What follows belongs to an exercise in optimizing a design on an open flow for small area and a short achievable clock period; a production flow would make more cautious choices.
Where RTL was checked, it was by simulation tests only, not by an equivalence proof against the original.
Only the layout flow was run in runs 1 and 2; the RTL was not checked for function there.
Power figures rest on the tool's default switching activity, not on a simulated workload.

**design.v**
```verilog
module hpm_counters #(
  parameter int XLEN         = 32,
  parameter int CNT_LEN      = 64,
  parameter int N_HPM        = 4,
  parameter int N_EVENTS     = 8,
  parameter int CSR_CMD_LEN  = 3,
  parameter int CSR_ADDR_LEN = 12
) (
  input  logic                    clk,
  input  logic                    reset,
  input  logic [CSR_CMD_LEN-1:0]  cmd,
  input  logic [CSR_ADDR_LEN-1:0] addr,
  input  logic [XLEN-1:0]         wdata,
  input  logic                    retire,
  input  logic [N_EVENTS-1:0]     events,
  output logic [XLEN-1:0]         rdata,
  output logic                    illegal,
  output logic                    ovf_irq
);
  localparam int NC = 3 + N_HPM;    
  localparam int EW = 4;            
  localparam int G  = 4;            
  localparam int NG = 64 / G;
  logic [31:0]   cnt_lo [NC];
  logic [31:0]   cnt_hi [NC];
  logic [NC-1:0] inhibit;
  logic [NC-1:0] ovf;
  logic [EW-1:0] evsel [N_HPM];
  logic is_wr, is_w, is_s, is_c;
  assign is_w  = (cmd == 3'd2);
  assign is_s  = (cmd == 3'd3);
  assign is_c  = (cmd == 3'd4);
  assign is_wr = is_w | is_s | is_c;
  logic [NC-1:0] h_lo, h_hi;
  always_comb begin
    for (int i = 0; i < NC; i++) begin
      h_lo[i] = (addr[2:0] == 3'(i)) & ~addr[7];
      h_hi[i] = (addr[2:0] == 3'(i)) &  addr[7];
    end
  end
  logic a_b, a_c, a_cnt, a_7;
  assign a_b   = (addr[11:8] == 4'hB);
  assign a_c   = (addr[11:8] == 4'hC);
  assign a_cnt = (addr[6:3] == 4'h0);
  assign a_7   = (addr[2:0] == 3'd7);
  logic v_rd;       
  logic v_wr;       
  assign v_rd = (a_b | (a_c & ~is_wr)) & a_cnt;
  assign v_wr = is_wr & a_b & a_cnt;
  logic [N_HPM-1:0] s_ev;
  logic s_inh, s_ovf, a_3xx;
  assign a_3xx = (addr[11:3] == 9'h064);    
  assign s_inh = a_3xx & (addr[2:0] == 3'd0);
  always_comb begin
    for (int j = 0; j < N_HPM; j++) s_ev[j] = a_3xx & (addr[2:0] == 3'(3 + j));
  end
  assign s_ovf = (addr == 12'h7C0);
  logic hit;
  assign hit = ((a_b | a_c) & a_cnt & ~a_7) | s_inh | (|s_ev) | s_ovf;
  assign illegal = (|cmd) & (~hit | (a_c & a_cnt & ~a_7 & is_wr));
  logic [31:0] m_cnt, m_small, cur;
  always_comb begin
    m_cnt = '0;
    for (int i = 0; i < NC; i++)
      m_cnt = m_cnt | ({32{h_lo[i]}} & cnt_lo[i]) | ({32{h_hi[i]}} & cnt_hi[i]);
    m_small = '0;
    for (int j = 0; j < N_HPM; j++)
      m_small[EW-1:0] = m_small[EW-1:0] | ({EW{s_ev[j]}} & evsel[j]);
    m_small[NC-1:0] = m_small[NC-1:0] | ({NC{s_inh}} & inhibit) | ({NC{s_ovf}} & ovf);
    cur = ({32{v_rd}} & m_cnt) | m_small;
  end
  assign rdata = cur;
  logic [31:0] nv;
  assign nv = ({32{is_w}} & wdata) | ({32{is_s}} & (cur | wdata)) |
              ({32{is_c}} & cur & ~wdata);
  logic [NC-1:0] ws_lo, ws_hi, w_any;
  assign ws_lo = {NC{v_wr}} & h_lo;
  assign ws_hi = {NC{v_wr}} & h_hi;
  assign w_any = ws_lo | ws_hi;
  logic [N_HPM-1:0] ev_hit;
  always_comb begin
    for (int j = 0; j < N_HPM; j++) begin
      ev_hit[j] = 1'b0;
      for (int k = 0; k < N_EVENTS; k++)
        if (evsel[j] == EW'(k + 1)) ev_hit[j] = events[k];
    end
  end
  logic [NC-1:0] inc;
  always_comb begin
    inc[0] = ~inhibit[0];
    inc[1] = 1'b1;
    inc[2] = ~inhibit[2] & retire;
    for (int j = 0; j < N_HPM; j++) inc[3+j] = ~inhibit[3+j] & ev_hit[j];
  end
  logic [NC-1:0] wrap;
  for (genvar i = 0; i < NC; i++) begin : g_cnt
    logic [63:0]   q, d;
    logic [NG-1:0] all1;      
    logic [NG:0]   pre;       
    assign q = {cnt_hi[i], cnt_lo[i]};
    for (genvar g = 0; g < NG; g++) begin : g_a
      assign all1[g] = &q[g*G +: G];
    end
    assign pre[0] = 1'b1;
    for (genvar g = 0; g < NG; g++) begin : g_p
      assign pre[g+1] = &all1[g:0];
    end
    for (genvar g = 0; g < NG; g++) begin : g_grp
      logic [G:0] c;
      assign c[0] = inc[i] & pre[g] & ~w_any[i];
      for (genvar b = 0; b < G; b++) begin : g_b
        assign c[b+1] = c[b] & q[g*G+b];
      end
      assign d[g*G +: G] = q[g*G +: G] ^ c[G-1:0];
    end
    assign wrap[i] = inc[i] & pre[NG] & ~w_any[i];
    always_ff @(posedge clk or negedge reset) begin
      if (!reset) begin
        cnt_lo[i] <= '0;
        cnt_hi[i] <= '0;
      end else begin
        cnt_lo[i] <= ws_lo[i] ? nv : d[31:0];
        cnt_hi[i] <= ws_hi[i] ? nv : d[63:32];
      end
    end
  end
  always_ff @(posedge clk or negedge reset) begin
    if (!reset) begin
      inhibit <= '0;
      ovf     <= '0;
      for (int j = 0; j < N_HPM; j++) evsel[j] <= '0;
    end else begin
      if (is_wr & s_inh) inhibit <= nv[NC-1:0] & 7'b1111101;
      for (int j = 0; j < N_HPM; j++)
        if (is_wr & s_ev[j]) evsel[j] <= nv[EW-1:0];
      ovf <= (((is_wr & s_ovf) ? nv[NC-1:0] : ovf) | wrap) & 7'b1111101;
    end
  end
  assign ovf_irq = |ovf;
endmodule
```
**constraint.sdc**
```tcl
create_clock -name core_clock -period 10.0 [get_ports {clk}]
set_input_delay 2.0000 -clock core_clock [delete_from_list [all_inputs] [get_ports {clk}]]
set_output_delay 2.0000 -clock core_clock [all_outputs]
set_load 0.01 [all_outputs]
```
**config.mk**
```make
export PLATFORM = sky130hd
export DESIGN_NAME = hpm_counters
export DESIGN_NICKNAME = hpm_counters
export VERILOG_FILES = /design/flow/design.v
export SDC_FILE = /design/flow/constraint.sdc
export NUM_CORES = 4
export LEC_CHECK = 0
export CAP_MARGIN = 20
export CORE_MARGIN = 2
export CORE_UTILIZATION = 30
export CTS_BUF_LIST = sky130_fd_sc_hd__clkbuf_4 sky130_fd_sc_hd__clkbuf_8
export SETUP_SLACK_MARGIN = 4.0
export SLEW_MARGIN = 20
```
**run.sh**
```bash
#!/bin/bash
# synth_recipe.tcl (not shown) runs the flow's synth.tcl, then flattens the netlist and writes it again
# the make line also repeats each setting of config.mk as NAME=value (left out here)
make -C /OpenROAD-flow-scripts/flow DESIGN_CONFIG=/design/flow/config.mk WORK_HOME=/design/flow/orfs CLKGATE_MAP_FILE= SYNTH_SCRIPT=/design/flow/synth_recipe.tcl finish
```
==> out/results.ini, run 1 <==
[outcome]
status=finished clean

[synth]
synth-compound-area-share_pct=17.8
synth_nets=3424
muxShareOfSynthArea_pct=2.07
seq_area_frac_synth_pct=42.0
synth_fa_ha_area_share_pct=14.8
syn_area_per_cell_sq_um=9.36
synth_warnings=4
synthesis.area_sq_um=28400
yosys.cell_types.count=83
synth_flop_cell=dfrtp_1
synth_edf_count=0
synth_top_family_by_area=compound AO/OA/AOI/OAI gates
synth_seq_cells=476
syn_inst=3030
async_flop_share_pct=100
synth_xor_area_share_pct=3.46
synth-simple-area-share_pct=16.4

[worst_setup_path]
reg2reg_slack_ns=5.38
crit_buf_inv=4
crit_family=buffers and inverters
critPathRequiredTime_ns=8.00
cp_max_fo=30
path_cells=buf_16 > buf_16 > buf_4 > nor2_1 > nand2_1 > o21ai_0 > a221oi_2 > o21ai_2 > dlygate4sd2_1
rr_endpoint=cnt_hi[6][31]
arrival_ns=4.06
cpPeakStageDelay_ns=0.46
worst_path_max_delay_cell=nor2_1
end_kind=output pin
crit_path_frequent_cell=buf_16
crit_path_start_kind=primary input
worst-setup-path-type=primary input to output pin
reg2reg_from=evsel[3][0]
worst-r2r-cell-count=14

[sta]
maxSlewViolCount=0
tightest_slew_ns=1.07
rsz0062_at_grt=yes
period_share_pct=60.6
fin_skew_ns=0.0329
max_clock_freq_mhz=165
finalSetupViolCount=0
hold_viol=0
holdWs_ns=0.507
relSlewSlack_pct=28.6
period_needed_ns=6.06
fin_tns_setup_ns=0

[clock_tree]
cts_sinks=476
tritoncts=done
worstSkewPairLatency_ns=0.72
root_buffer=clkbuf_8
clkTransAtPathRegs_ns=0.06
cts_buffer_depth=3
ctsHtreeMaxLevel=3
numCtsBuffers=84

[grt]
grt_overflow=0
grt.met3_usage_pct=4.57
first_global_vias=24475
grt_util_met1_pct=30.3
grt_use_total_pct=23.7
top_usage_layer=met2
grt_pass1_wl_um=170000
grt_max_degree=162
grt_use_met2_pct=35.9
antenna_found_initial=5

[final_layout]
design_area_sq_um=33900
drive_gt1_share_pct=15.3
fin_cells=4467
area_growth_pct=19.5
nNetsFinal=3542
filler_cell_count=9524

[pwr]
power.leakage_nw=16.7
ir_drop_v=0.0000760
finalPower_mw=4.37
power_density_nw_per_um2=129

[placement]
port_buffers=91
place_inst=4248
routabilityCongestion=0.993
placed_area_sq_um=30800
dp_hpwl_um=81400

[drt]
vias=25402
drtIter0Drc=3303
wire_per_inst_um=26.1
drc=0
routed_wl_um=117000
antenna_left=0
dr.pass1.iters=7
drt-vias-per-instance=5.69

[hold_path]
hp-class=register to register
hp-start=inhibit[2]
hold_depth=2
whs_endpoint=inhibit[2]

[floorplan]
die_w_um=311
ioPinCount=92
core_sq_um=93500
row_count=112
dieArea_sq_um=97000
die_y_um=311
start_util_pct=30.3

[flow_run]
max_cap_violations=0

-- Yosys cell counts (all sizes together), types with 12 or more instances --
cell type,count,share of area (%)
nand2,550,7.3
o21ai,498,8.8
dfrtp,476,42
ha,336,15
clkbuf,171,2.3
nor2,120,1.6
xor2,112,3.5
a22oi,111,2.9
nand4,110,2.4
a21oi,46,0.81
nand3,40,0.71
inv,36,0.48
nor3,36,0.69
buf,31,0.67
o21a,30,0.79
mux2,25,0.99
a222oi,22,0.78
a221oi,21,0.65
a22o,18,0.56
mux2i,17,0.60
or3,17,0.39
a2bb2oi,13,0.40
and4,13,0.40
nor2b,13,0.29
or2,12,0.26
-- area by class of cell --
class	count	area [sq um]	share of cell area, %
Antenna cell	3	7.51	0.0222
Multi-Input combinational cell	2315	16100	47.4
Clock buffer	133	1700	5.01
Clock inverter	15	114	0.336
Inverter	37	143	0.421
Sequential cell	476	11900	35.2
Tap cell	1254	1570	4.63
Timing Repair Buffer	234	2380	7.03
-- cells in the final DEF (no fill, tap or decap), types with 25 or more instances in the layout --
master	count
a21oi_1	44
buf_2	25
nor3_1	31
o21ai_0	489
nand2_1	531
dfrtp_1	476
nor2_1	106
a22oi_1	109
inv_1	34
ha_1	336
mux2_2	25
clkbuf_8	112
clkdlybuf4s50_1	43
nand3_1	38
o21a_1	29
nand4_1	110
buf_4	109
xor2_1	112
-- layer usage --
metal / routed length (um) / up-vias
met3: 11000 / 423
met4: 9070 / 4
met2: 50600 / 1416
met5: 25 / -
met1: 45900 / 12303
li1: - / 11256
-- worst max-delay path by stage --
stage	start	endpoint	slack, ns	cells after the start
final	addr[2]	rdata[5]	3.94	9
after global routing	addr[0]	rdata[5]	3.88	9
after CTS	addr[9]	rdata[21]	3.99	8
after detailed placement	addr[0]	rdata[21]	2.59	9
after global placement	addr[0]	rdata[21]	2.68	9
after floorplan	addr[7]	rdata[5]	4.34	8
-- logic make-up (layout without fill, tap and decap cells) --
group	after synthesis	in the layout
AND/OR/NAND/NOR	990	990
AO/OA/AOI/OAI	829	829
flip-flops	476	476
adder cells (fa/ha/maj)	336	336
buffers and inverters	239	419
XOR/XNOR	112	112
multiplexers	48	48
other	0	3
-- worst reg2reg max path, delay by kind of cell (launching register included) --
family	cells	cell delay, ns
and+or+nand+nor	5	1.97
muxes	2	0.66
adders and majority gates	3	0.50
DFF	1	0.48
buffers and inverters	1	0.41
AOI/OAI and AO/OA	2	0.38
xor gates and xnor gates	1	0.15
-- per-stage QoR --
stage	util, %	setup slack [ns]
CTS	36.2	3.99
finish	36.3	3.94
detailed placement	33.0	2.59
global route	36.2	3.88
global placement	32.9	2.68
floorplan	-	4.34
-- state kept, by name (all words and copies together), names as in the netlist --
| name | cells |
|---|---|
| cnt_hi | 224 |
| ovf | 6 |
| cnt_lo | 224 |
| inhibit | 6 |
| evsel | 16 |
-- power by group --
group | internal [mW] | switching, mW | leakage (nW)
combinational | 0.127 | 0.223 | 9.19
clock | 1.10 | 0.889 | 0.969
sequential | 1.97 | 0.0609 | 6.55
-- what timing repair did --
action	CTS	global route
hold buffers	0	0
cloned	9	1
gates resized for setup	236	54
endpoints found under the setup margin	47	47
buffers inserted	53	5
pin swaps	24	15
==> run 2, diff against run 1 <==
--- a/config.mk
+++ b/config.mk
@@ -9,5 +9,5 @@
 export CORE_MARGIN = 2
 export CORE_UTILIZATION = 30
 export CTS_BUF_LIST = sky130_fd_sc_hd__clkbuf_4 sky130_fd_sc_hd__clkbuf_8
-export SETUP_SLACK_MARGIN = 4.0
+export SETUP_SLACK_MARGIN = 4.5
 export SLEW_MARGIN = 20
==> out/results.ini, run 2 <==
[drt]
drtIter0Drc=3315
routed_wl_um=121000
drc=0
drt-vias-per-instance=5.76
wire_per_inst_um=26.5
vias=26321
antenna_left=0
dr.pass1.iters=9

[clock_tree]
root_buffer=clkbuf_8
tritoncts=done
cts_sinks=476
cts_buffer_depth=3
ctsHtreeMaxLevel=3
clkTransAtPathRegs_ns=0.06
hold_buffers=0
worstSkewPairLatency_ns=0.74
numCtsBuffers=82

[worst_setup_path]
end_kind=output pin
reg2reg_from=cnt_lo[6][0]
worst-r2r-cell-count=12
crit_path_start_kind=primary input
reg2reg_slack_ns=5.64
arrival_ns=3.91
cp_max_fo=7
worst-setup-path-type=primary input to output pin
rr_endpoint=cnt_hi[6][31]
critPathRequiredTime_ns=8.00

[pwr]
power.leakage_nw=17.7
power_frac_seq_pct=46.4
p_sw_mw=1.18
switching_share_pct=27.1
p_int_mw=3.18
power_density_nw_per_um2=121
p_clk_share_pct=44.1
ir_drop_v=0.0000871
pwr-share-comb_pct=9.5

[sta]
maxSlewViolCount=0
fin_skew_ns=0.0384
fin_tns_setup_ns=0
relSlewSlack_pct=21.4
tightest_slew_ns=1.18
fin_ws_ns=4.09
period_needed_ns=5.91
period_share_pct=59.1
hold_viol=0
holdWs_ns=0.525
finalSetupViolCount=0
max_clock_freq_mhz=169
rsz0062_at_grt=yes

[placement]
routabilityCongestion=0.953
placed_area_sq_um=30800
place_inst=4240
port_buffers=91
dp_hpwl_um=78800
pre_cts_ws_ns=2.43

[grt]
grt_use_total_pct=24.1
grt_overflow=0
antenna_found_initial=2
grt_pass1_wl_um=173000
grt_max_degree=133
first_global_vias=24683

[synth]
synth_seq_cells=476
synth-simple-area-share_pct=16.4
synth_top_family_by_area=compound AO/OA/AOI/OAI gates
async_flop_share_pct=100
synth_area_leader_cell=dfrtp_1
muxShareOfSynthArea_pct=2.07
ys_top_cells_by_count=nand2_1 (549), o21ai_0 (496), dfrtp_1 (476)
synth-compound-area-share_pct=17.8
synth_xor_area_share_pct=3.46
synth_flop_cell=dfrtp_1
synth_edf_count=0
synth_nets=3424
seq_area_frac_synth_pct=42.0
synth.area.top_cells=dfrtp_1 (42%), ha_1 (15%), o21ai_0 (8.8%)
syn_inst=3030
yosysTopAreaCellShare_pct=42.0
synth_fa_ha_area_share_pct=14.8
yosysMostFrequentCell=nand2_1
synth_warnings=4
syn_area_per_cell_sq_um=9.36
synthesis.area_sq_um=28400
yosys.cell_types.count=83

[floorplan]
core_sq_um=93500
dieArea_sq_um=97000
row_count=112
start_util_pct=30.3
die_y_um=311
die_w_um=311
ioPinCount=92

[final_layout]
final_cell_mix=nand2_1 (522), o21ai_0 (486), dfrtp_1 (476)
multi_input_area_sq_um=16700
design_area_sq_um=35900
reg_top3=cnt_hi (224), cnt_lo (224), evsel (16)
drive_gt1_share_pct=20.7
fin_cells=4570
area_growth_pct=26.7
nNetsFinal=3650
filler_cell_count=9163
seq_area_sq_um=11900
final_common_cell=nand2_1

[hold_path]
hp-class=register to register
hp-start=evsel[2][3]
hold_depth=2
whs_endpoint=evsel[2][3]

[outcome]
status=finished clean

[flow_run]
max_cap_violations=0

run 2: cell counts after synthesis:
No cell type changed its count.
run 2: power by group through the flow:
stage / sequential, mW / clock (mW) / combinational, mW
after global placement: 2.06 / 0 / 0.297
after CTS: 2.02 / 1.92 / 0.379
after floorplan: 2.04 / 0 / 0.144
after global routing: 2.03 / 2.02 / 0.441
final: 2.03 / 1.92 / 0.416
after detailed placement: 2.06 / 0 / 0.298
run 2: how the worst max path moves through the flow:
stage,slack (ns),from,cells past startpoint,end
3_3_place_gp,2.47,cmd[1],7,rdata[4]
3_5_place_dp,2.43,cmd[1],7,rdata[4]
6_report,4.09,addr[2],12,rdata[30]
2_1_floorplan,4.50,addr[7],10,rdata[31]
4_1_cts,4.13,addr[7],9,illegal
5_1_grt,4.07,addr[2],11,rdata[28]
run 2: repair_timing:
item / 4_1_cts / 5_1_grt
resized for setup: 442 / 104
pin swaps: 113 / 77
buffers inserted: 117 / 47
endpoints found under the setup margin: 138 / 63
cloned: 17 / 5
run 2: critical path, cell delays in order:
cell	delay, ns
buf_16	0.13
buf_12	0.14
nor4bb_4	0.16
buf_4	0.15
buf_12	0.14
buf_6	0.11
buf_4	0.12
a222oi_1	0.31
nand3_1	0.17
nor2_4	0.24
nor2_1	0.08
buf_2	0.14
run 2: logic make-up after synthesis:
kind of cell | count (synthesis)
xor gates and xnor gates | 112
muxes | 48
buffers and inverters | 239
AOI/OAI and AO/OA | 829
and+or+nand+nor | 990
adders and majority gates | 336
DFF | 476
run 2: per-stage QoR:
step	power (mW)	utilization (%)
after global routing	4.49	38.4
after CTS	4.33	37.5
after floorplan	2.18	-
final	4.37	38.4
after global placement	2.35	32.9
after detailed placement	2.35	32.9
run 2: area by class of cell:
| class | count | area share [%] |
|---|---|---|
| antenna | 3 | 0.0209 |
| clock buffer | 129 | 4.61 |
| clock inverter | 12 | 0.181 |
| inverter | 37 | 0.404 |
| multi-input combinational | 2317 | 46.5 |
| sequential | 476 | 33.1 |
| tap | 1254 | 4.37 |
| timing repair buffer | 342 | 10.7 |
run 2: per-layer routing:
layer,GRT usage [%],share of wire (%),vias to the layer above
met2,36.2,43,1687
met1,30.9,39,12701
met4,16.1,7.9,2
met5,0,0.055,-
li1,-,-,11469
met3,5.51,11,462
==> run 3, diff against run 2 <==
--- a/design.v
+++ b/design.v
@@ -32,11 +32,9 @@
   assign is_c  = (cmd == 3'd4);
   assign is_wr = is_w | is_s | is_c;
   logic [NC-1:0] h_lo, h_hi;
-  always_comb begin
-    for (int i = 0; i < NC; i++) begin
-      h_lo[i] = (addr[2:0] == 3'(i)) & ~addr[7];
-      h_hi[i] = (addr[2:0] == 3'(i)) &  addr[7];
-    end
+  for (genvar i = 0; i < NC; i++) begin : g_h
+    assign h_lo[i] = (addr[2:0] == 3'(i)) & ~addr[7];
+    assign h_hi[i] = (addr[2:0] == 3'(i)) &  addr[7];
   end
   logic a_b, a_c, a_cnt, a_7;
   assign a_b   = (addr[11:8] == 4'hB);
@@ -51,24 +49,26 @@
   logic s_inh, s_ovf, a_3xx;
   assign a_3xx = (addr[11:3] == 9'h064);    
   assign s_inh = a_3xx & (addr[2:0] == 3'd0);
-  always_comb begin
-    for (int j = 0; j < N_HPM; j++) s_ev[j] = a_3xx & (addr[2:0] == 3'(3 + j));
+  for (genvar j = 0; j < N_HPM; j++) begin : g_sev
+    assign s_ev[j] = a_3xx & (addr[2:0] == 3'(3 + j));
   end
   assign s_ovf = (addr == 12'h7C0);
   logic hit;
   assign hit = ((a_b | a_c) & a_cnt & ~a_7) | s_inh | (|s_ev) | s_ovf;
   assign illegal = (|cmd) & (~hit | (a_c & a_cnt & ~a_7 & is_wr));
-  logic [31:0] m_cnt, m_small, cur;
+  logic [31:0] m_cnt, cur;
+  logic [EW-1:0] m_ev;
+  logic [NC-1:0] m_small;
   always_comb begin
     m_cnt = '0;
     for (int i = 0; i < NC; i++)
       m_cnt = m_cnt | ({32{h_lo[i]}} & cnt_lo[i]) | ({32{h_hi[i]}} & cnt_hi[i]);
-    m_small = '0;
+    m_ev = '0;
     for (int j = 0; j < N_HPM; j++)
-      m_small[EW-1:0] = m_small[EW-1:0] | ({EW{s_ev[j]}} & evsel[j]);
-    m_small[NC-1:0] = m_small[NC-1:0] | ({NC{s_inh}} & inhibit) | ({NC{s_ovf}} & ovf);
-    cur = ({32{v_rd}} & m_cnt) | m_small;
+      m_ev = m_ev | ({EW{s_ev[j]}} & evsel[j]);
   end
+  assign m_small = ({NC{s_inh}} & inhibit) | ({NC{s_ovf}} & ovf) | NC'(m_ev);
+  assign cur = ({32{v_rd}} & m_cnt) | 32'(m_small);
   assign rdata = cur;
   logic [31:0] nv;
   assign nv = ({32{is_w}} & wdata) | ({32{is_s}} & (cur | wdata)) |
@@ -78,20 +78,20 @@
   assign ws_hi = {NC{v_wr}} & h_hi;
   assign w_any = ws_lo | ws_hi;
   logic [N_HPM-1:0] ev_hit;
-  always_comb begin
-    for (int j = 0; j < N_HPM; j++) begin
-      ev_hit[j] = 1'b0;
-      for (int k = 0; k < N_EVENTS; k++)
-        if (evsel[j] == EW'(k + 1)) ev_hit[j] = events[k];
-    end
+  for (genvar j = 0; j < N_HPM; j++) begin : g_ev
+    logic [15:0] ev_oh;     
+    assign ev_oh = 16'd1 << evsel[j];
+    assign ev_hit[j] = |(ev_oh[N_EVENTS:1] & events);
   end
   logic [NC-1:0] inc;
-  always_comb begin
-    inc[0] = ~inhibit[0];
-    inc[1] = 1'b1;
-    inc[2] = ~inhibit[2] & retire;
-    for (int j = 0; j < N_HPM; j++) inc[3+j] = ~inhibit[3+j] & ev_hit[j];
-  end
+  assign inc[0] = ~inhibit[0];
+  assign inc[1] = 1'b1;
+  assign inc[2] = ~inhibit[2] & retire;
+  assign inc[NC-1:3] = ~inhibit[NC-1:3] & ev_hit;
+  function automatic logic all_below(input logic [NG-1:0] a, input int g);
+    all_below = 1'b1;
+    for (int k = 0; k < NG; k++) if (k <= g) all_below = all_below & a[k];
+  endfunction
   logic [NC-1:0] wrap;
   for (genvar i = 0; i < NC; i++) begin : g_cnt
     logic [63:0]   q, d;
@@ -103,7 +103,7 @@
     end
     assign pre[0] = 1'b1;
     for (genvar g = 0; g < NG; g++) begin : g_p
-      assign pre[g+1] = &all1[g:0];
+      assign pre[g+1] = all_below(all1, g);
     end
     for (genvar g = 0; g < NG; g++) begin : g_grp
       logic [G:0] c;
--- a/config.mk
+++ b/config.mk
@@ -8,6 +8,6 @@
 export CAP_MARGIN = 20
 export CORE_MARGIN = 2
 export CORE_UTILIZATION = 30
-export CTS_BUF_LIST = sky130_fd_sc_hd__clkbuf_4 sky130_fd_sc_hd__clkbuf_8
-export SETUP_SLACK_MARGIN = 4.5
+export CTS_BUF_LIST = sky130_fd_sc_hd__clkbuf_4
+export SETUP_SLACK_MARGIN = 4.0
 export SLEW_MARGIN = 20
==> out/results.ini, run 3 <==
[floorplan]
row_count=113
die_y_um=312
start_util_pct=30.1
core_sq_um=94600
dieArea_sq_um=97500
die_w_um=312
ioPinCount=92

[synth]
synthesis.area_sq_um=28500
ys_top_cells_by_count=nand2_1 (539), o21ai_0 (485), dfrtp_1 (476)
synth_flop_cell=dfrtp_1
synth.area.top_cells=dfrtp_1 (42%), ha_1 (15%), o21ai_0 (8.5%)
yosys.cell_types.count=83
yosysTopAreaCellShare_pct=41.8
yosysMostFrequentCell=nand2_1
synth_nets=3453
synth_area_leader_cell=dfrtp_1
syn_inst=3059
async_flop_share_pct=100
synth_edf_count=0
syn_area_per_cell_sq_um=9.32
synth_warnings=4
synth_seq_cells=476
seq_area_frac_synth_pct=41.8

[worst_setup_path]
crit_buf_inv=4
end_kind=output pin
crit_path_start_kind=primary input
worst-path-stages=8
worst-setup-path-type=primary input to output pin
worst_path_max_delay_cell=or4_4
cp_max_fo=5
cpPeakStageDelay_ns=0.57
path_cells=dlygate4sd2_1 > or4_4 > or2_4 > o21a_4 > buf_16 > buf_12 > nor2_1 > clkdlybuf4s15_1
arrival_ns=4.03
worst-r2r-cell-count=13
crit_family=simple AND/OR/NAND/NOR gates
critPathRequiredTime_ns=8.00

[sta]
holdWs_ns=0.526
fin_skew_ns=0.0602
period_share_pct=60.3
fin_ws_ns=3.97
period_needed_ns=6.03
relSlewSlack_pct=28.6
maxSlewViolCount=0
finalSetupViolCount=0
max_clock_freq_mhz=166
rsz0062_at_grt=yes
hold_viol=0
tightest_slew_ns=1.07
fin_tns_setup_ns=0

[drt]
drc=0
wire_per_inst_um=25.8
antenna_left=0
drt-vias-per-instance=5.67
drtIter0Drc=3210
routed_wl_um=118000
dr.pass1.iters=9
vias=25890

[outcome]
status=finished clean

[final_layout]
area_growth_pct=18.9
design_area_sq_um=33900
drive_gt1_share_pct=15.8
final_util_pct=35.8
final_common_cell=nand2_1
nNetsFinal=3603
fin_cells=4567
filler_cell_count=9501
reg_top3=cnt_hi (224), cnt_lo (224), evsel (16)
final_cell_mix=nand2_1 (521), o21ai_0 (479), dfrtp_1 (476)

[hold_path]
hold_depth=2
hp-class=register to register

[clock_tree]
ctsHtreeMaxLevel=4
root_buffer=clkbuf_4
clkTransAtPathRegs_ns=0.06
numCtsBuffers=136
tritoncts=done
cts_sinks=476
cts_buffer_depth=3
worstSkewPairLatency_ns=1.06
hold_buffers=0

[grt]
antenna_found_initial=3
grt_pass1_wl_um=170000
grt_overflow=0
grt_max_degree=162
first_global_vias=24416
grt_use_total_pct=23.8

[placement]
placed_area_sq_um=30900
dp_hpwl_um=81200
port_buffers=91
routabilityCongestion=0.994
place_inst=4277
pre_cts_ws_ns=2.49

[pwr]
power.leakage_nw=16.6
power_density_nw_per_um2=132
finalPower_mw=4.49
ir_drop_v=0.0000969

[flow_run]
max_cap_violations=0

-- run 3: changes by cell type after synthesis, sizes merged, moves of 11 or more --
cell    previous run  this run
nor2             120       163
buf               31        62
clkbuf           171       145
nor3              36        60
o21a              30         9
mux2i             17        34
a21oi             46        35
nand2            550       539
-- run 3: path summary, 6_finish.rpt --
path / startpoint / end / slack, ns
max in group asynchronous: reset / cnt_hi[1][5] / 6.91
min in group asynchronous: reset / evsel[1][0] / 0.94
worst max register to register: evsel[1][0] / cnt_hi[4][31] / 5.15
worst min-delay path: inhibit[3] / inhibit[3] / 0.53
worst max-delay path: addr[10] / rdata[17] / 3.97
worst min register to register: inhibit[3] / inhibit[3] / 0.53
-- run 3: routing by layer --
layer	vias to the layer above	track usage (%)	wire (um)
met5	-	0	0
met4	0	15.8	8960
met3	430	6.78	12000
met2	1582	35.4	50600
met1	12434	29.9	46200
li1	11444	-	-
-- run 3: tightest hold or removal path, cell delays in order, from the launching register on --
cell and delay, ns:
dfrtp_1 0.37, nand2_1 0.05, o21ai_0 0.07
-- run 3: area by class of cell --
cell class,count,area [sq um],area share (%)
antenna,3,7.51,0.0222
clock inverter,35,283,0.835
multi-input combinational,2341,16200,47.9
inverter,36,135,0.399
clock buffer,193,1450,4.28
tap,1265,1580,4.67
timing repair buffer,218,2300,6.78
sequential,476,11900,35.2
-- run 3: kinds of logic (layout without fill, tap and decap cells) --
| group | count (synthesis) | after routing | share of synthesized area, % |
|---|---|---|---|
| xor+xnor | 112 | 112 | 3.44 |
| compound gates | 784 | 784 | 16.9 |
| fa+ha+maj | 336 | 336 | 14.8 |
| flops | 476 | 476 | 41.8 |
| buf+inv | 243 | 482 | 3.72 |
| other cells | 0 | 3 | 0 |
| mux | 58 | 58 | 2.38 |
| simple gates | 1050 | 1051 | 17.1 |
-- run 3: what timing repair did --
item / CTS / global route
setup buffers: 30 / 16
pin swaps: 21 / 19
cloned: 7 / 5
endpoints found under the hold margin: 0 / 0
resized for setup: 188 / 55
setup endpoints to repair: 35 / 31
-- run 3: where the power goes --
| group | internal, mW | total (mW) | switching (mW) |
|---|---|---|---|
| combinational | 0.167 | 0.445 | 0.277 |
| clock | 1.01 | 1.92 | 0.912 |
| sequential | 2.01 | 2.12 | 0.110 |
| total | 3.19 | 4.49 | 1.30 |
==> run 4, diff against run 3 <==
--- a/config.mk
+++ b/config.mk
@@ -8,6 +8,6 @@
 export CAP_MARGIN = 20
 export CORE_MARGIN = 2
 export CORE_UTILIZATION = 30
-export CTS_BUF_LIST = sky130_fd_sc_hd__clkbuf_4
-export SETUP_SLACK_MARGIN = 4.0
+export CTS_BUF_LIST = sky130_fd_sc_hd__clkbuf_4 sky130_fd_sc_hd__clkbuf_8
+export SETUP_SLACK_MARGIN = 3.5
 export SLEW_MARGIN = 20
==> out/results.ini, run 4 <==
[outcome]
status=finished clean

[grt]
grt_max_degree=162
grt_overflow=0
first_global_vias=23684
grt_use_met2_pct=34.8
grt_use_total_pct=22.8
antenna_found_initial=2
top_usage_layer=met2
grt.met3_usage_pct=4.32
grt_pass1_wl_um=164000
grt_util_met1_pct=29.8

[sta]
fin_tns_setup_ns=0
finalSetupViolCount=0
fin_skew_ns=0.0365
tightest_slew_ns=1.14
period_share_pct=65.5
max_clock_freq_mhz=153
rsz0062_at_grt=yes
hold_viol=0
maxSlewViolCount=0
relSlewSlack_pct=23.9
period_needed_ns=6.55

[final_layout]
area_growth_pct=16.3
final_cell_mix=nand2_1 (523), o21ai_0 (483), dfrtp_1 (476)
nNetsFinal=3505
drive_gt1_share_pct=11.5
final_common_cell=nand2_1
reg_top3=cnt_hi (224), cnt_lo (224), evsel (16)

[worst_setup_path]
end_kind=output pin
critPathRequiredTime_ns=8.00
worst-setup-path-type=primary input to output pin
crit_path_start_kind=primary input
arrival_ns=4.55
worst-r2r-cell-count=13
cp_max_fo=27

[drt]
routed_wl_um=113000
antenna_left=0
dr.pass1.iters=6
drtIter0Drc=3266
drt-vias-per-instance=5.65
vias=25121
drc=0
wire_per_inst_um=25.4

[synth]
seq_area_frac_synth_pct=41.8
synth_fa_ha_area_share_pct=14.8
synth-simple-area-share_pct=17.1
synth_top_family_by_area=simple AND/OR/NAND/NOR gates
yosysTopAreaCellShare_pct=41.8
synth_nets=3453
synth_edf_count=0
synth_seq_cells=476
synth_xor_area_share_pct=3.44
syn_area_per_cell_sq_um=9.32
synth_area_leader_cell=dfrtp_1
synth_flop_cell=dfrtp_1
synth-compound-area-share_pct=16.9
muxShareOfSynthArea_pct=2.38
synthesis.area_sq_um=28500
synth.area.top_cells=dfrtp_1 (42%), ha_1 (15%), o21ai_0 (8.5%)
yosys.cell_types.count=83
syn_inst=3059
yosysMostFrequentCell=nand2_1
ys_top_cells_by_count=nand2_1 (539), o21ai_0 (485), dfrtp_1 (476)
async_flop_share_pct=100
synth_warnings=4

[pwr]
power.leakage_nw=16.2
p_clk_share_pct=44.0
finalPower_mw=4.51
power_frac_seq_pct=47.0
pwr-share-comb_pct=9.0
p_sw_mw=1.25
switching_share_pct=27.6
ir_drop_v=0.0000921
p_int_mw=3.27
power_density_nw_per_um2=136

[clock_tree]
root_buffer=clkbuf_8
worstSkewPairLatency_ns=0.72
tritoncts=done
cts_buffer_depth=3
hold_buffers=0
numCtsBuffers=84
clkTransAtPathRegs_ns=0.05
cts_sinks=476
ctsHtreeMaxLevel=3

[floorplan]
dieArea_sq_um=97500
row_count=113
die_y_um=312
core_sq_um=94600
start_util_pct=30.1
ioPinCount=92
die_w_um=312

[hold_path]
hold_depth=2
hp-class=register to register

[placement]
port_buffers=91
dp_hpwl_um=81200
routabilityCongestion=0.994

[flow_run]
max_cap_violations=0

## run 4: cell counts after synthesis
No cell type changed its count.
## run 4: worst max-delay path, cell delays in order
cell and delay (ns):
clkdlybuf4s50_1 0.51, nor3b_2 0.39, nand4b_1 0.31, o21a_1 0.33, buf_12 0.21, o21ai_4 0.22
clkdlybuf4s50_1 0.57
## run 4: path summary, 6_finish.rpt
check,from,end,slack (ns)
min reg2reg,inhibit[3],inhibit[3],0.52
min in group asynchronous,reset,cnt_lo[2][2],1.28
max in group asynchronous,reset,cnt_hi[1][8],6.62
max,addr[10],rdata[0],3.45
max reg2reg,evsel[1][0],cnt_hi[4][31],5.18
min,inhibit[3],inhibit[3],0.52
## run 4: through the flow
| stage | hold WS [ns] | instances | util [%] | worst slack (ns) | area (sq um) |
|---|---|---|---|---|---|
| after global placement | 0.500 | 4277 | 32.6 | 2.54 | 30800 |
| after detailed placement | 0.510 | 4277 | 32.6 | 2.49 | 30900 |
| after global routing | 0.574 | 4442 | 35.0 | 3.41 | 33100 |
| final | 0.519 | 4445 | 35.0 | 3.45 | 33200 |
| after floorplan | 0.473 | 3059 | - | 4.24 | 28500 |
| after CTS | 0.522 | 4439 | 34.9 | 3.37 | 33000 |
## run 4: kinds of logic after synthesis
family / after synthesis
DFF: 476
AOI/OAI and AO/OA: 784
muxes: 58
adders and majority gates: 336
buffers and inverters: 243
and+or+nand+nor: 1050
xor gates and xnor gates: 112
## run 4: routing by layer
metal	share of wire [%]	vias to the layer above
li1	-	11179
met3	9.1	375
met2	43	1425
met1	40	12142
met5	0	-
met4	7.2	0
## run 4: power groups by stage
stage,Combinational [mW],Sequential (mW),Clock [mW]
after CTS,0.397,2.12,2.01
after floorplan,0.217,2.10,0
after detailed placement,0.388,2.15,0
after global routing,0.454,2.12,2.10
after global placement,0.382,2.15,0
final,0.406,2.12,1.99
## run 4: layout make-up
class                           instances  area, sq um
Inverter                               36          135
Clock inverter                         16          145
Timing Repair Buffer                  173         1670
Sequential cell                       476        11900
Clock buffer                          135         1680
Tap cell                             1265         1580
Multi-Input combinational cell       2340        16000
Fill cell                            9523        61400
Antenna cell                            4         10.0
## run 4: what timing repair did
item | CTS | global route
setup buffers | 11 | 2
pin swaps | 5 | 5
endpoints found under the setup margin | 33 | 22
gates resized for setup | 61 | 33
==> run 5, diff against run 4 <==
==> flow/run.sh (new file) <==
#!/bin/bash
set -o pipefail
bash standard.sh MATCH_CELL_FOOTPRINT=0 \
  BUFFER_PORTS_ARGS="-buffer_cell sky130_fd_sc_hd__buf_2" finish > flow_make.log 2>&1
==> standard.sh (new file) <==
#!/bin/bash
# synth_recipe.tcl (not shown) runs the flow's synth.tcl, then flattens the netlist and writes it again
# the make line also repeats each setting of config.mk as NAME=value (left out here)
make -C /OpenROAD-flow-scripts/flow DESIGN_CONFIG=/design/flow/config.mk WORK_HOME=/design/flow/orfs CLKGATE_MAP_FILE= SYNTH_SCRIPT=/design/flow/synth_recipe.tcl "${@:-finish}"
--- a/config.mk
+++ b/config.mk
@@ -8,6 +8,6 @@
 export CAP_MARGIN = 20
 export CORE_MARGIN = 2
 export CORE_UTILIZATION = 30
-export CTS_BUF_LIST = sky130_fd_sc_hd__clkbuf_4 sky130_fd_sc_hd__clkbuf_8
-export SETUP_SLACK_MARGIN = 3.5
+export CTS_BUF_LIST = sky130_fd_sc_hd__clkbuf_4
+export SETUP_SLACK_MARGIN = 4.0
 export SLEW_MARGIN = 20
removed: run.sh
==> out/results.ini, run 5 <==
[outcome]
status=finished clean

[synth]
synthesis.area_sq_um=28500
syn_area_per_cell_sq_um=9.32
synth_edf_count=0
syn_inst=3059
yosysMostFrequentCell=nand2_1
synth.area.top_cells=dfrtp_1 (42%), ha_1 (15%), o21ai_0 (8.5%)
ys_top_cells_by_count=nand2_1 (539), o21ai_0 (485), dfrtp_1 (476)
yosys.cell_types.count=83
yosysTopAreaCellShare_pct=41.8
async_flop_share_pct=100
synth_flop_cell=dfrtp_1
seq_area_frac_synth_pct=41.8
synth_seq_cells=476
synth_nets=3453
synth_warnings=4
synth_area_leader_cell=dfrtp_1

[floorplan]
die_w_um=312
dieArea_sq_um=97500
die_y_um=312
core_sq_um=94600
start_util_pct=30.1
ioPinCount=92
row_count=113

[clock_tree]
worstSkewPairLatency_ns=1.03
numCtsBuffers=136
tritoncts=done
clkTransAtPathRegs_ns=0.07
root_buffer=clkbuf_4
cts_buffer_depth=3
ctsHtreeMaxLevel=4
cts_sinks=476

[pwr]
pwr-share-comb_pct=9.6
switching_share_pct=29.4
power_frac_seq_pct=47.8
p_sw_mw=1.30
power.leakage_nw=16.4
ir_drop_v=0.0000841
p_int_mw=3.11
power_density_nw_per_um2=133
p_clk_share_pct=42.5
finalPower_mw=4.41

[worst_setup_path]
crit_family=simple AND/OR/NAND/NOR gates
worst-setup-path-type=primary input to output pin
end_kind=output pin
crit_buf_inv=4
worst_path_max_delay_cell=nor3_2
cpPeakStageDelay_ns=0.64
crit_path_frequent_cell=buf_16
arrival_ns=4.06
cp_max_fo=14
critPathRequiredTime_ns=8.00
path_cells=buf_16 > buf_16 > buf_4 > nor3_2 > a32oi_1 > o22a_1 > a31o_2 > nand2_2 > buf_2
crit_path_start_kind=primary input

[placement]
dp_hpwl_um=80200
pre_cts_ws_ns=2.64
place_inst=4278
placed_area_sq_um=30400
routabilityCongestion=0.983
port_buffers=91

[drt]
drt-vias-per-instance=5.63
drc=0
routed_wl_um=114000
drtIter0Drc=2973
vias=25676
wire_per_inst_um=25.0
dr.pass1.iters=8
antenna_left=0

[grt]
grt_max_degree=74
grt_util_met1_pct=29.9
grt_overflow=0
first_global_vias=24348
grt_use_met2_pct=34.6
grt.met3_usage_pct=5.73
top_usage_layer=met2
grt_use_total_pct=23.2
antenna_found_initial=3
grt_pass1_wl_um=166000

[final_layout]
final_cell_mix=nand2_1 (521), o21ai_0 (483), dfrtp_1 (476)
nNetsFinal=3581
fin_cells=4558
reg_top3=cnt_hi (224), cnt_lo (224), evsel (16)
drive_gt1_share_pct=16.6
design_area_sq_um=33100
area_growth_pct=16.0
filler_cell_count=9682
final_common_cell=nand2_1

[sta]
rsz0062_at_grt=yes
period_needed_ns=6.06
fin_ws_ns=3.94
period_share_pct=60.6
fin_skew_ns=0.0820
relSlewSlack_pct=19.5
tightest_slew_ns=1.20
fin_tns_setup_ns=0
maxSlewViolCount=0
max_clock_freq_mhz=165
hold_viol=0
finalSetupViolCount=0

[hold_path]
hp-class=register to register

[flow_run]
max_cap_violations=0

[run 5: changes by cell type in the layout (fill, tap and decap cells not counted), moves of 5 or more]
cell / before / now
clkbuf_8: 106 / 0
buf_4: 73 / 86
buf_2: 0 / 86
clkbuf_16: 0 / 7
dlymetal6s2s_1: 9 / 0
clkbuf_4: 29 / 201
clkinv_2: 9 / 4
clkinv_1: 0 / 22
clkdlybuf4s50_1: 74 / 0
[run 5: power groups by stage]
stage	clock (mW)	combinational (mW)	sequential, mW
finish	1.88	0.424	2.11
CTS	1.92	0.406	2.11
global placement	0	0.375	2.14
detailed placement	0	0.382	2.14
global route	2.03	0.467	2.11
floorplan	0	0.217	2.10
[run 5: per-stage QoR]
step / hold slack (ns) / util (%)
floorplan: 0.473 / -
global placement: 0.498 / 32.2
detailed placement: 0.510 / 32.2
CTS: 0.526 / 34.6
global route: 0.571 / 34.9
finish: 0.533 / 34.9
[run 5: what timing repair did]
item,4_1_cts,5_1_grt
gates cloned,4,3
gates resized for setup,106,13
setup endpoints to repair,33,25
hold buffers,0,0
pin swaps,16,17
buffers inserted,12,17
[run 5: cell families (layout without fill, tap and decap cells)]
group / Yosys count / in the layout / synth area share [%]
compound gates: 784 / 784 / 16.9
xor+xnor: 112 / 112 / 3.44
fa+ha+maj: 336 / 336 / 14.8
buf+inv: 243 / 474 / 3.72
flops: 476 / 476 / 41.8
mux: 58 / 58 / 2.38
other cells: 0 / 3 / 0
simple gates: 1050 / 1050 / 17.1
[run 5: cell type report]
cell class / count / area [sq um] / area share (%)
diodes: 3 / 7.51 / 0.0227
inverters: 36 / 135 / 0.409
multi-input cells: 2340 / 16100 / 48.7
flip-flops and latches: 476 / 11900 / 36.0
clock inverters: 40 / 225 / 0.681
clock buffers: 201 / 1510 / 4.57
well taps: 1265 / 1580 / 4.79
repair buffers: 197 / 1590 / 4.82
[run 5: worst min-delay path: stages, from the launching register on]
cell and delay, ns:
dfrtp_1 0.37, nand2_1 0.05, o21ai_0 0.07
[run 5: path summary, 6_finish.rpt]
path | startpoint | end | slack [ns] | cells after the start
max in group asynchronous | reset | cnt_hi[6][22] | 7.06 | 3
hold / removal | inhibit[3] | inhibit[3] | 0.53 | 2
setup / recovery | addr[7] | rdata[5] | 3.94 | 9
setup reg to reg | evsel[1][0] | cnt_hi[4][31] | 5.25 | 13
min in group asynchronous | reset | cnt_lo[1][5] | 0.98 | 1
hold reg to reg | inhibit[3] | inhibit[3] | 0.53 | 2
[run 5: metal layers]
layer | wire [um] | share of wire, %
met5 | 19 | 0.017
met4 | 8130 | 7.1
met2 | 49000 | 43
met3 | 11000 | 9.7
met1 | 46000 | 40
==> run 6, diff against run 5 <==
--- a/config.mk
+++ b/config.mk
@@ -7,7 +7,9 @@
 export LEC_CHECK = 0
 export CAP_MARGIN = 20
 export CORE_MARGIN = 2
-export CORE_UTILIZATION = 30
+export CORE_UTILIZATION = 50
 export CTS_BUF_LIST = sky130_fd_sc_hd__clkbuf_4
+export CTS_CLUSTER_DIAMETER = 40
+export CTS_CLUSTER_SIZE = 8
 export SETUP_SLACK_MARGIN = 4.0
 export SLEW_MARGIN = 20
==> out/results.ini, run 6 <==
[sta]
hold_viol=0
fin_tns_setup_ns=0
max_clock_freq_mhz=165
finalSetupViolCount=0
period_share_pct=60.7
relSlewSlack_pct=18.7
tightest_slew_ns=1.22
holdWs_ns=0.558
rsz0062_at_grt=yes
fin_skew_ns=0.103
fin_ws_ns=3.93
period_needed_ns=6.07
maxSlewViolCount=0

[placement]
routabilityCongestion=1.01
port_buffers=91
pre_cts_ws_ns=2.72
dp_hpwl_um=83000

[synth]
synth_edf_count=0
syn_area_per_cell_sq_um=9.32
synth_nets=3453
seq_area_frac_synth_pct=41.8
synth.area.top_cells=dfrtp_1 (42%), ha_1 (15%), o21ai_0 (8.5%)
synth_seq_cells=476
syn_inst=3059
yosysTopAreaCellShare_pct=41.8
synthesis.area_sq_um=28500
yosys.cell_types.count=83
synth_flop_cell=dfrtp_1
synth_warnings=4
async_flop_share_pct=100
synth_area_leader_cell=dfrtp_1
ys_top_cells_by_count=nand2_1 (539), o21ai_0 (485), dfrtp_1 (476)
yosysMostFrequentCell=nand2_1

[clock_tree]
clkTransAtPathRegs_ns=0.08
cts_buffer_depth=3
hold_buffers=0
ctsHtreeMaxLevel=3
root_buffer=clkbuf_4
tritoncts=done
cts_sinks=476
numCtsBuffers=95
worstSkewPairLatency_ns=0.97

[drt]
drtIter0Drc=3382
drt-vias-per-instance=6.56
vias=26097
wire_per_inst_um=29.4
routed_wl_um=117000
drc=0
antenna_left=0
dr.pass1.iters=9

[grt]
antenna_found_initial=4
first_global_vias=24385
grt_use_total_pct=39.2
grt_max_degree=167
grt_pass1_wl_um=168000
grt_overflow=0

[floorplan]
dieArea_sq_um=58900
die_y_um=243
start_util_pct=50.5
die_w_um=243
ioPinCount=92
row_count=87
core_sq_um=56400

[final_layout]
drive_gt1_share_pct=15.1
final_common_cell=nand2_1
area_growth_pct=12.7
final_util_pct=57.0
reg_top3=cnt_hi (224), cnt_lo (224), evsel (16)
nNetsFinal=3543
final_cell_mix=nand2_1 (524), o21ai_0 (483), dfrtp_1 (476)

[pwr]
p_int_mw=2.96
power_density_nw_per_um2=131
ir_drop_v=0.0000803
finalPower_mw=4.22
p_sw_mw=1.26
power.leakage_nw=16.2
pwr-share-comb_pct=10.3
switching_share_pct=29.9
p_clk_share_pct=39.7
power_frac_seq_pct=50.1

[worst_setup_path]
cpPeakStageDelay_ns=0.76
arrival_ns=4.07
cp_max_fo=47
path_cells=buf_12 > nor2b_2 > and2_1 > o21ai_0 > a41o_1 > nand2_1 > buf_2
worst-setup-path-type=primary input to output pin
reg2reg_slack_ns=5.07
critPathRequiredTime_ns=8.00
crit_path_start_kind=primary input
end_kind=output pin
worst_path_max_delay_cell=nor2b_2

[hold_path]
hp-class=register to register

[outcome]
status=finished clean

[flow_run]
max_cap_violations=0

-- run 6: cells by family (layout without fill, tap and decap cells) --
family | Yosys count | in the layout | share of synthesized area, %
buffers and inverters | 243 | 403 | 3.72
AOI/OAI and AO/OA | 784 | 784 | 16.9
xor gates and xnor gates | 112 | 112 | 3.44
and+or+nand+nor | 1050 | 1050 | 17.1
muxes | 58 | 58 | 2.38
adders and majority gates | 336 | 336 | 14.8
other | 0 | 5 | 0
DFF | 476 | 476 | 41.8
-- run 6: cell type report --
type / count / area (sq um)
sequential: 476 / 11900
clock buffer: 110 / 826
clock inverter: 57 / 559
multi-input combinational: 2340 / 16100
tap: 756 / 946
timing repair buffer: 200 / 1660
fill: 5152 / 24300
inverter: 36 / 135
antenna: 5 / 12.5
-- run 6: stage by stage --
step	instance area [sq um]	instances
2_1_floorplan	28500	3059
3_3_place_gp	29700	3762
3_5_place_dp	29800	3762
4_1_cts	31600	3951
5_1_grt	32100	3980
6_report	32100	3980
-- run 6: power by group through the flow --
stage	sequential, mW	clock [mW]	combinational (mW)
2_1_floorplan	2.10	0	0.217
3_3_place_gp	2.15	0	0.378
3_5_place_dp	2.15	0	0.388
4_1_cts	2.11	1.69	0.406
5_1_grt	2.12	1.79	0.476
6_report	2.11	1.68	0.435
-- run 6: repair_timing --
action                                  CTS  global route
setup buffers                            21            18
hold endpoints to repair                  0             0
gates cloned                              1             6
pin swaps                                14            18
gates resized for setup                  83            33
endpoints found under the setup margin   33            27
-- run 6: worst max-delay path, delay by kind of cell --
| family | cells | cell delay [ns] |
|---|---|---|
| AOI/OAI and AO/OA | 2 | 0.39 |
| and+or+nand+nor | 3 | 1.18 |
| buffers and inverters | 2 | 0.40 |
-- run 6: final timing paths --
| path | start | to | depth (start not counted) |
|---|---|---|---|
| min reg2reg | evsel[0][3] | evsel[0][3] | 2 |
| max reg2reg | cnt_lo[2][20] | cnt_hi[2][31] | 13 |
| min in group asynchronous | reset | cnt_lo[2][11] | 1 |
| min | evsel[0][3] | evsel[0][3] | 2 |
| max | addr[7] | rdata[4] | 7 |
| max in group asynchronous | reset | cnt_lo[5][31] | 2 |
-- run 6: per-layer routing --
layer	up-vias	GRT usage, %	wire (um)	part of all wire, %
li1	11279	-	-	-
met1	12750	54.6	47200	40
met2	1670	56.3	48500	41
met3	394	10.7	14400	12
met4	4	19.0	7040	6.0
met5	-	0	27	0.023
==> run 7, diff against run 6 <==
--- a/config.mk
+++ b/config.mk
@@ -7,7 +7,7 @@
 export LEC_CHECK = 0
 export CAP_MARGIN = 20
 export CORE_MARGIN = 2
-export CORE_UTILIZATION = 50
+export CORE_UTILIZATION = 30
 export CTS_BUF_LIST = sky130_fd_sc_hd__clkbuf_4
 export CTS_CLUSTER_DIAMETER = 40
 export CTS_CLUSTER_SIZE = 8
==> out/results.ini, run 7 <==
[floorplan]
dieArea_sq_um=97500
row_count=113
die_w_um=312
die_y_um=312
core_sq_um=94600
ioPinCount=92
start_util_pct=30.1

[synth]
synthesis.area_sq_um=28500
synth_edf_count=0
yosys.cell_types.count=83
async_flop_share_pct=100
yosysMostFrequentCell=nand2_1
synth_area_leader_cell=dfrtp_1
seq_area_frac_synth_pct=41.8
yosysTopAreaCellShare_pct=41.8
synth_flop_cell=dfrtp_1
syn_area_per_cell_sq_um=9.32
synth_warnings=4
synth_seq_cells=476
ys_top_cells_by_count=nand2_1 (539), o21ai_0 (485), dfrtp_1 (476)
syn_inst=3059
synth_nets=3453
synth.area.top_cells=dfrtp_1 (42%), ha_1 (15%), o21ai_0 (8.5%)

[worst_setup_path]
critPathRequiredTime_ns=8.00
crit_path_start_kind=primary input
worst-setup-path-type=primary input to output pin
cp_max_fo=19
arrival_ns=4.02
end_kind=output pin

[clock_tree]
root_buffer=clkbuf_4
numCtsBuffers=88
tritoncts=done
ctsHtreeMaxLevel=3
hold_buffers=0
cts_buffer_depth=3
clkTransAtPathRegs_ns=0.09
cts_sinks=476
worstSkewPairLatency_ns=0.92

[placement]
port_buffers=91
pre_cts_ws_ns=2.64
dp_hpwl_um=80200
place_inst=4278
routabilityCongestion=0.983

[final_layout]
drive_gt1_share_pct=14.3
final_util_pct=34.3
reg_top3=cnt_hi (224), cnt_lo (224), evsel (16)
final_cell_mix=nand2_1 (521), o21ai_0 (483), dfrtp_1 (476)
final_common_cell=nand2_1
nNetsFinal=3528
area_growth_pct=13.8
filler_cell_count=9705
fin_cells=4456

[drt]
vias=25008
antenna_left=0
wire_per_inst_um=25.4
drt-vias-per-instance=5.61
drc=0
routed_wl_um=113000
dr.pass1.iters=6
drtIter0Drc=3089

[sta]
relSlewSlack_pct=18.9
rsz0062_at_grt=yes
period_needed_ns=6.02
fin_ws_ns=3.98
maxSlewViolCount=0
finalSetupViolCount=0
tightest_slew_ns=1.21
hold_viol=0
fin_skew_ns=0.0718
fin_tns_setup_ns=0
period_share_pct=60.2
max_clock_freq_mhz=166

[grt]
grt_use_total_pct=22.9
first_global_vias=23666
grt_pass1_wl_um=165000
grt_max_degree=74
antenna_found_initial=4
grt_overflow=0

[pwr]
ir_drop_v=0.0000775
power_density_nw_per_um2=124
power.leakage_nw=16.0
finalPower_mw=4.02

[hold_path]
hp-class=register to register

[outcome]
status=finished clean

[flow_run]
max_cap_violations=0

[run 7: cell types whose count changed in the layout (fill, tap and decap cells not counted), sizes merged]
cell | previous run | this run
clkinv | 34 | 31
inv | 37 | 38
clkbuf | 117 | 109
bufinv | 10 | 6
buf | 193 | 185
clkinvlp | 12 | 5
diode | 5 | 1
[run 7: path summary, 6_finish.rpt]
| path | start | to | slack, ns | cells past startpoint |
|---|---|---|---|---|
| max | addr[0] | rdata[6] | 3.98 | 10 |
| min | inhibit[3] | inhibit[3] | 0.53 | 2 |
| max reg2reg | evsel[1][0] | cnt_hi[4][31] | 5.13 | 13 |
| min reg2reg | inhibit[3] | inhibit[3] | 0.53 | 2 |
| max in group asynchronous | reset | cnt_lo[2][22] | 6.93 | 3 |
| min in group asynchronous | reset | evsel[1][0] | 1.08 | 1 |
[run 7: cell families (layout without fill, tap and decap cells)]
group	Yosys count	count (layout)	synth area share, %
other	0	1	0
AOI/OAI and AO/OA	784	784	16.9
buffers and inverters	243	374	3.72
and+or+nand+nor	1050	1050	17.1
muxes	58	58	2.38
DFF	476	476	41.8
xor gates and xnor gates	112	112	3.44
adders and majority gates	336	336	14.8
[run 7: area by class of cell]
class	count	area [sq um]	area share, %
Multi-Input combinational cell	2340	16100	49.6
Sequential cell	476	11900	36.7
Tap cell	1265	1580	4.88
Timing Repair Buffer	192	1550	4.77
Clock buffer	102	766	2.36
Clock inverter	44	387	1.19
Inverter	36	135	0.417
Antenna cell	1	2.50	0.00772
[run 7: timing repair]
action                                  4_1_cts  5_1_grt
buffers inserted                             11       13
endpoints found under the setup margin       38       26
pin swaps                                    16       17
cloned                                        4        3
gates resized for setup                     105       16
[run 7: critical path, stage by stage]
cell and delay [ns]:
buf_16 0.14, buf_16 0.19, buf_4 0.15, and4b_4 0.26, buf_4 0.21, a222oi_1 0.31, nand3_1 0.23, nand2_1 0.12
nand2_1 0.15, buf_2 0.21
[run 7: stage by stage]
step | hold WS, ns | cell area, sq um
final | 0.526 | 32400
after global routing | 0.580 | 32400
after CTS | 0.530 | 32200
after detailed placement | 0.510 | 30400
after global placement | 0.498 | 30400
after floorplan | 0.473 | 28500
[run 7: power breakdown]
part           internal, mW  leakage (nW)  switching [mW]
logic                 0.148          8.83           0.271
clock network         0.655         0.655           0.832
registers              2.01          6.51           0.102
total                  2.81          16.0            1.21
[run 7: per-layer routing]
metal	track usage, %	wire, um	share of wire [%]	up-vias
li1	-	-	-	11239
met2	34.4	48400	43	1325
met5	0	27	0.024	-
met1	30.2	46100	41	12053
met4	15.2	8470	7.5	4
met3	4.23	10000	8.9	387
==> run 8, diff against run 7 <==
--- a/config.mk
+++ b/config.mk
@@ -11,5 +11,5 @@
 export CTS_BUF_LIST = sky130_fd_sc_hd__clkbuf_4
 export CTS_CLUSTER_DIAMETER = 40
 export CTS_CLUSTER_SIZE = 8
-export SETUP_SLACK_MARGIN = 4.0
+export SETUP_SLACK_MARGIN = 4.3
 export SLEW_MARGIN = 20
==> out/results.ini, run 8 <==
[sta]
hold_viol=0
rsz0062_at_grt=yes
tightest_slew_ns=1.24
finalSetupViolCount=0
fin_tns_setup_ns=0
maxSlewViolCount=0
period_needed_ns=5.87
max_clock_freq_mhz=170
relSlewSlack_pct=17.1
fin_skew_ns=0.0707
period_share_pct=58.7

[grt]
grt_pass1_wl_um=171000
first_global_vias=24504
grt_use_total_pct=23.9
antenna_found_initial=3
grt_overflow=0
grt_max_degree=176

[worst_setup_path]
crit_buf_inv=6
worst-path-stages=11
crit_path_frequent_cell=buf_16
end_kind=output pin
worst_path_max_delay_cell=nor4bb_4
worst-setup-path-type=primary input to output pin
arrival_ns=3.87
crit_path_start_kind=primary input
path_cells=buf_16 > buf_16 > buf_4 > nor4bb_4 > buf_6 > buf_12 > a22o_1 > a221oi_1 > and3_2 > nor2_1 > buf_2
worst-r2r-cell-count=13
critPathRequiredTime_ns=8.00
crit_family=buffers and inverters
cp_max_fo=8
cpPeakStageDelay_ns=0.34

[final_layout]
final_common_cell=nand2_1
final_util_pct=36.4
filler_cell_count=9409
design_area_sq_um=34500
drive_gt1_share_pct=19.4
area_growth_pct=20.9
seq_area_sq_um=11900
nNetsFinal=3653
reg_top3=cnt_hi (224), cnt_lo (224), evsel (16)
final_cell_mix=nand2_1 (520), dfrtp_1 (476), o21ai_0 (465)
multi_input_area_sq_um=16400

[placement]
port_buffers=91
placed_area_sq_um=30400
dp_hpwl_um=78400
routabilityCongestion=0.955

[floorplan]
die_y_um=312
die_w_um=312
ioPinCount=92
row_count=113
dieArea_sq_um=97500
start_util_pct=30.1
core_sq_um=94600

[synth]
synth_seq_cells=476
synth_area_leader_cell=dfrtp_1
synth.area.top_cells=dfrtp_1 (42%), ha_1 (15%), o21ai_0 (8.5%)
yosysMostFrequentCell=nand2_1
syn_area_per_cell_sq_um=9.32
synthesis.area_sq_um=28500
yosys.cell_types.count=83
yosysTopAreaCellShare_pct=41.8
synth_flop_cell=dfrtp_1
synth_nets=3453
synth_warnings=4
synth_edf_count=0
ys_top_cells_by_count=nand2_1 (539), o21ai_0 (485), dfrtp_1 (476)
seq_area_frac_synth_pct=41.8
async_flop_share_pct=100
syn_inst=3059

[drt]
drtIter0Drc=3523
drt-vias-per-instance=5.72
drc=0
vias=26216
wire_per_inst_um=26.1
dr.pass1.iters=11
antenna_left=0
routed_wl_um=119000

[clock_tree]
clkTransAtPathRegs_ns=0.07
worstSkewPairLatency_ns=0.92
numCtsBuffers=85
tritoncts=done
root_buffer=clkbuf_4
cts_sinks=476
cts_buffer_depth=3
hold_buffers=0
ctsHtreeMaxLevel=3

[pwr]
finalPower_mw=4.20
power.leakage_nw=17.0
ir_drop_v=0.0000705
power_density_nw_per_um2=122

[hold_path]
hp-class=register to register
hold_depth=2

[outcome]
status=finished clean

[flow_run]
max_cap_violations=0

==> run 8: layer usage <==
metal | track usage (%) | up-vias | wire (um)
met5 | 0 | - | 8
met4 | 15.3 | 2 | 8890
met3 | 5.25 | 446 | 12700
met2 | 35.8 | 1653 | 51100
met1 | 31.1 | 12611 | 46700
li1 | - | 11504 | -
==> run 8: tightest hold or removal path, cell delays in order (launching register included) <==
cell and delay, ns:
dfrtp_1 0.38, nand2_1 0.05, o21ai_0 0.07
==> run 8: cells by family after synthesis <==
family                   count (synthesis)  synth area share, %
AO/OA/AOI/OAI                          784                 16.9
flip-flops                             476                 41.8
buffers and inverters                  243                 3.72
XOR/XNOR                               112                 3.44
adder cells (fa/ha/maj)                336                 14.8
multiplexers                            58                 2.38
AND/OR/NAND/NOR                       1050                 17.1
==> run 8: what timing repair did <==
action / CTS / global route
setup endpoints to repair: 73 / 48
cloned: 19 / 5
gates resized for setup: 181 / 95
setup buffers: 89 / 41
pin swaps: 54 / 58
==> run 8: final timing paths <==
| check | from | end | slack [ns] |
|---|---|---|---|
| max | addr[0] | rdata[19] | 4.13 |
| min in group asynchronous | reset | evsel[2][2] | 1.17 |
| min | inhibit[3] | inhibit[3] | 0.54 |
| max reg2reg | cnt_lo[2][23] | cnt_hi[2][31] | 5.42 |
| max in group asynchronous | reset | cnt_hi[6][20] | 7.24 |
| min reg2reg | inhibit[3] | inhibit[3] | 0.54 |
==> run 8: cell type report <==
class,count,area share (%)
Clock buffer,104,2.27
Tap cell,1265,4.59
Multi-Input combinational cell,2342,47.6
Timing Repair Buffer,318,9.16
Clock inverter,39,1.40
Antenna cell,3,0.0218
Sequential cell,476,34.6
Inverter,36,0.392
==> run 8: where the power goes <==
part	switching [mW]	total, mW	internal (mW)	leakage [nW]
Sequential	0.101	2.11	2.01	6.51
Clock	0.825	1.61	0.786	0.712
Combinational	0.296	0.481	0.185	9.80
Total	1.22	4.20	2.98	17.0
==> run 8: through the flow <==
| step | worst slack (ns) | instances | hold WS (ns) |
|---|---|---|---|
| 6_report | 4.13 | 4583 | 0.538 |
| 5_1_grt | 4.07 | 4581 | 0.570 |
| 4_1_cts | 4.13 | 4533 | 0.540 |
| 3_5_place_dp | 2.48 | 4282 | 0.521 |
| 3_3_place_gp | 2.54 | 4281 | 0.510 |
| 2_1_floorplan | 4.32 | 3059 | 0.473 |
==> run 9, diff against run 8 <==
==> flow/run.sh (replaced) <==
#!/bin/bash
set -o pipefail
bash standard.sh MATCH_CELL_FOOTPRINT=0 \
  BUFFER_PORTS_ARGS="-buffer_cell sky130_fd_sc_hd__buf_1" finish > flow_make.log 2>&1
--- a/config.mk
+++ b/config.mk
@@ -5,11 +5,11 @@
 export SDC_FILE = /design/flow/constraint.sdc
 export NUM_CORES = 4
 export LEC_CHECK = 0
-export CAP_MARGIN = 20
+export CAP_MARGIN = 5
 export CORE_MARGIN = 2
 export CORE_UTILIZATION = 30
 export CTS_BUF_LIST = sky130_fd_sc_hd__clkbuf_4
 export CTS_CLUSTER_DIAMETER = 40
 export CTS_CLUSTER_SIZE = 8
-export SETUP_SLACK_MARGIN = 4.3
-export SLEW_MARGIN = 20
+export SETUP_SLACK_MARGIN = 3.8
+export SLEW_MARGIN = 5
==> out/results.ini, run 9 <==
[drt]
dr.pass1.iters=6
antenna_left=0
drc=0
drt-vias-per-instance=5.63
wire_per_inst_um=25.1
vias=24926
drtIter0Drc=2944
routed_wl_um=111000

[worst_setup_path]
end_kind=output pin
crit_path_start_kind=primary input
crit_path_start=addr[1]
worst-setup-path-type=primary input to output pin
reg2reg_from=evsel[1][0]
critPathRequiredTime_ns=8.00
cp_max_fo=38
path_cells=buf_8 > and4b_2 > buf_4 > a22o_1 > a211oi_1 > a31o_2 > nand2_1 > buf_1
worst_path_max_delay_cell=and4b_2
arrival_ns=4.23
cpPeakStageDelay_ns=0.59

[placement]
dp_hpwl_um=78100
port_buffers=91
routabilityCongestion=0.971

[clock_tree]
cts_sinks=476
ctsHtreeMaxLevel=3
numCtsBuffers=82
tritoncts=done
worstSkewPairLatency_ns=0.98
root_buffer=clkbuf_4
cts_buffer_depth=3
clkTransAtPathRegs_ns=0.09
hold_buffers=0

[grt]
grt_pass1_wl_um=162000
grt_max_degree=179
grt_overflow=0
grt_use_total_pct=22.6
antenna_found_initial=3
first_global_vias=23731

[pwr]
p_clk_share_pct=37.1
pwr-share-comb_pct=10.0
switching_share_pct=29.5
p_int_mw=2.81
power_density_nw_per_um2=125
power_frac_seq_pct=52.9
finalPower_mw=3.99
p_sw_mw=1.18
power.leakage_nw=15.5
ir_drop_v=0.0000688

[synth]
synth_seq_cells=476
synth.area.top_cells=dfrtp_1 (42%), ha_1 (15%), o21ai_0 (8.5%)
async_flop_share_pct=100
syn_inst=3059
yosysTopAreaCellShare_pct=41.8
synth_nets=3453
synth_warnings=4
yosysMostFrequentCell=nand2_1
synthesis.area_sq_um=28500
synth_flop_cell=dfrtp_1
synth_area_leader_cell=dfrtp_1
seq_area_frac_synth_pct=41.8
syn_area_per_cell_sq_um=9.32
synth_edf_count=0
ys_top_cells_by_count=nand2_1 (539), o21ai_0 (485), dfrtp_1 (476)
yosys.cell_types.count=83

[floorplan]
die_w_um=312
start_util_pct=30.1
row_count=113
ioPinCount=92
dieArea_sq_um=97500
core_sq_um=94600
die_y_um=312

[final_layout]
reg_top3=cnt_hi (224), cnt_lo (224), evsel (16)
nNetsFinal=3507
final_cell_mix=nand2_1 (524), o21ai_0 (483), dfrtp_1 (476)
area_growth_pct=12.1
final_util_pct=33.8
final_common_cell=nand2_1
drive_gt1_share_pct=10.5

[outcome]
status=finished clean

[sta]
fin_skew_ns=0.148
period_share_pct=62.3
finalSetupViolCount=0
max_clock_freq_mhz=161
fin_tns_setup_ns=0
hold_viol=0
rsz0062_at_grt=yes
tightest_slew_ns=1.35
holdWs_ns=0.522
relSlewSlack_pct=8.93
maxSlewViolCount=0
period_needed_ns=6.23

[hold_path]
hp-start=inhibit[3]
hp-class=register to register

[flow_run]
max_cap_violations=0

run 9: cell counts after synthesis:
Identical to the previous run, type by type.
run 9: kinds of logic after synthesis:
kind of cell | share of synthesized area [%]
compound gates | 16.9
fa+ha+maj | 14.8
buf+inv | 3.72
mux | 2.38
xor+xnor | 3.44
flops | 41.8
simple gates | 17.1
run 9: per-stage QoR:
stage / cell area (sq um) / setup slack [ns] / instances
6_report: 31900 / 3.77 / 4431
5_1_grt: 31900 / 3.77 / 4430
4_1_cts: 31900 / 3.80 / 4429
3_5_place_dp: 30300 / 2.92 / 4275
3_3_place_gp: 30300 / 2.96 / 4275
2_1_floorplan: 28500 / 4.24 / 3059
run 9: critical path: cells and delay by family:
kind / cells / cell delay [ns]
AOI/OAI and AO/OA: 3 / 0.54
buffers and inverters: 3 / 0.86
and+or+nand+nor: 2 / 0.80
run 9: metal layers:
metal | part of all wire, % | track usage (%)
met5 | 0.012 | 0
met3 | 10 | 5.23
met1 | 39 | 28.7
met4 | 7.2 | 15.1
met2 | 44 | 34.1
run 9: worst paths after layout:
check	to	slack (ns)	depth (start not counted)
min	inhibit[3]	0.52	2
min in group asynchronous	evsel[3][3]	1.16	1
max	rdata[5]	3.77	8
max reg2reg	cnt_hi[4][31]	5.17	13
min reg2reg	inhibit[3]	0.52	2
max in group asynchronous	cnt_lo[2][23]	6.72	3
run 9: final cells by class:
| type | count | area [sq um] |
|---|---|---|
| antenna | 2 | 5.00 |
| clock buffer | 96 | 721 |
| clock inverter | 39 | 392 |
| fill | 9766 | 62700 |
| inverter | 36 | 135 |
| multi-input combinational | 2340 | 15900 |
| sequential | 476 | 11900 |
| tap | 1265 | 1580 |
| timing repair buffer | 177 | 1250 |
run 9: repair_timing:
item / 4_1_cts / 5_1_grt
cloned: 6 / 0
endpoints found under the setup margin: 33 / 18
resized for setup: 64 / 14
setup buffers: 13 / 0
pin swaps: 5 / 1
run 9: power groups by stage:
| stage | registers, mW | clock network (mW) | logic (mW) |
|---|---|---|---|
| detailed placement | 2.14 | 0 | 0.372 |
| CTS | 2.10 | 1.50 | 0.393 |
| global placement | 2.14 | 0 | 0.366 |
| finish | 2.11 | 1.48 | 0.399 |
| floorplan | 2.10 | 0 | 0.217 |
| global route | 2.12 | 1.59 | 0.446 |

Check on run 9: ideal ports give 3.770 ns setup slack; a clkbuf_16 on the clock port and buf_2 on the inputs give 3.703 ns; moving port delays by the midpoint clock arrival (0.974 ns) as well gives 3.036 ns.
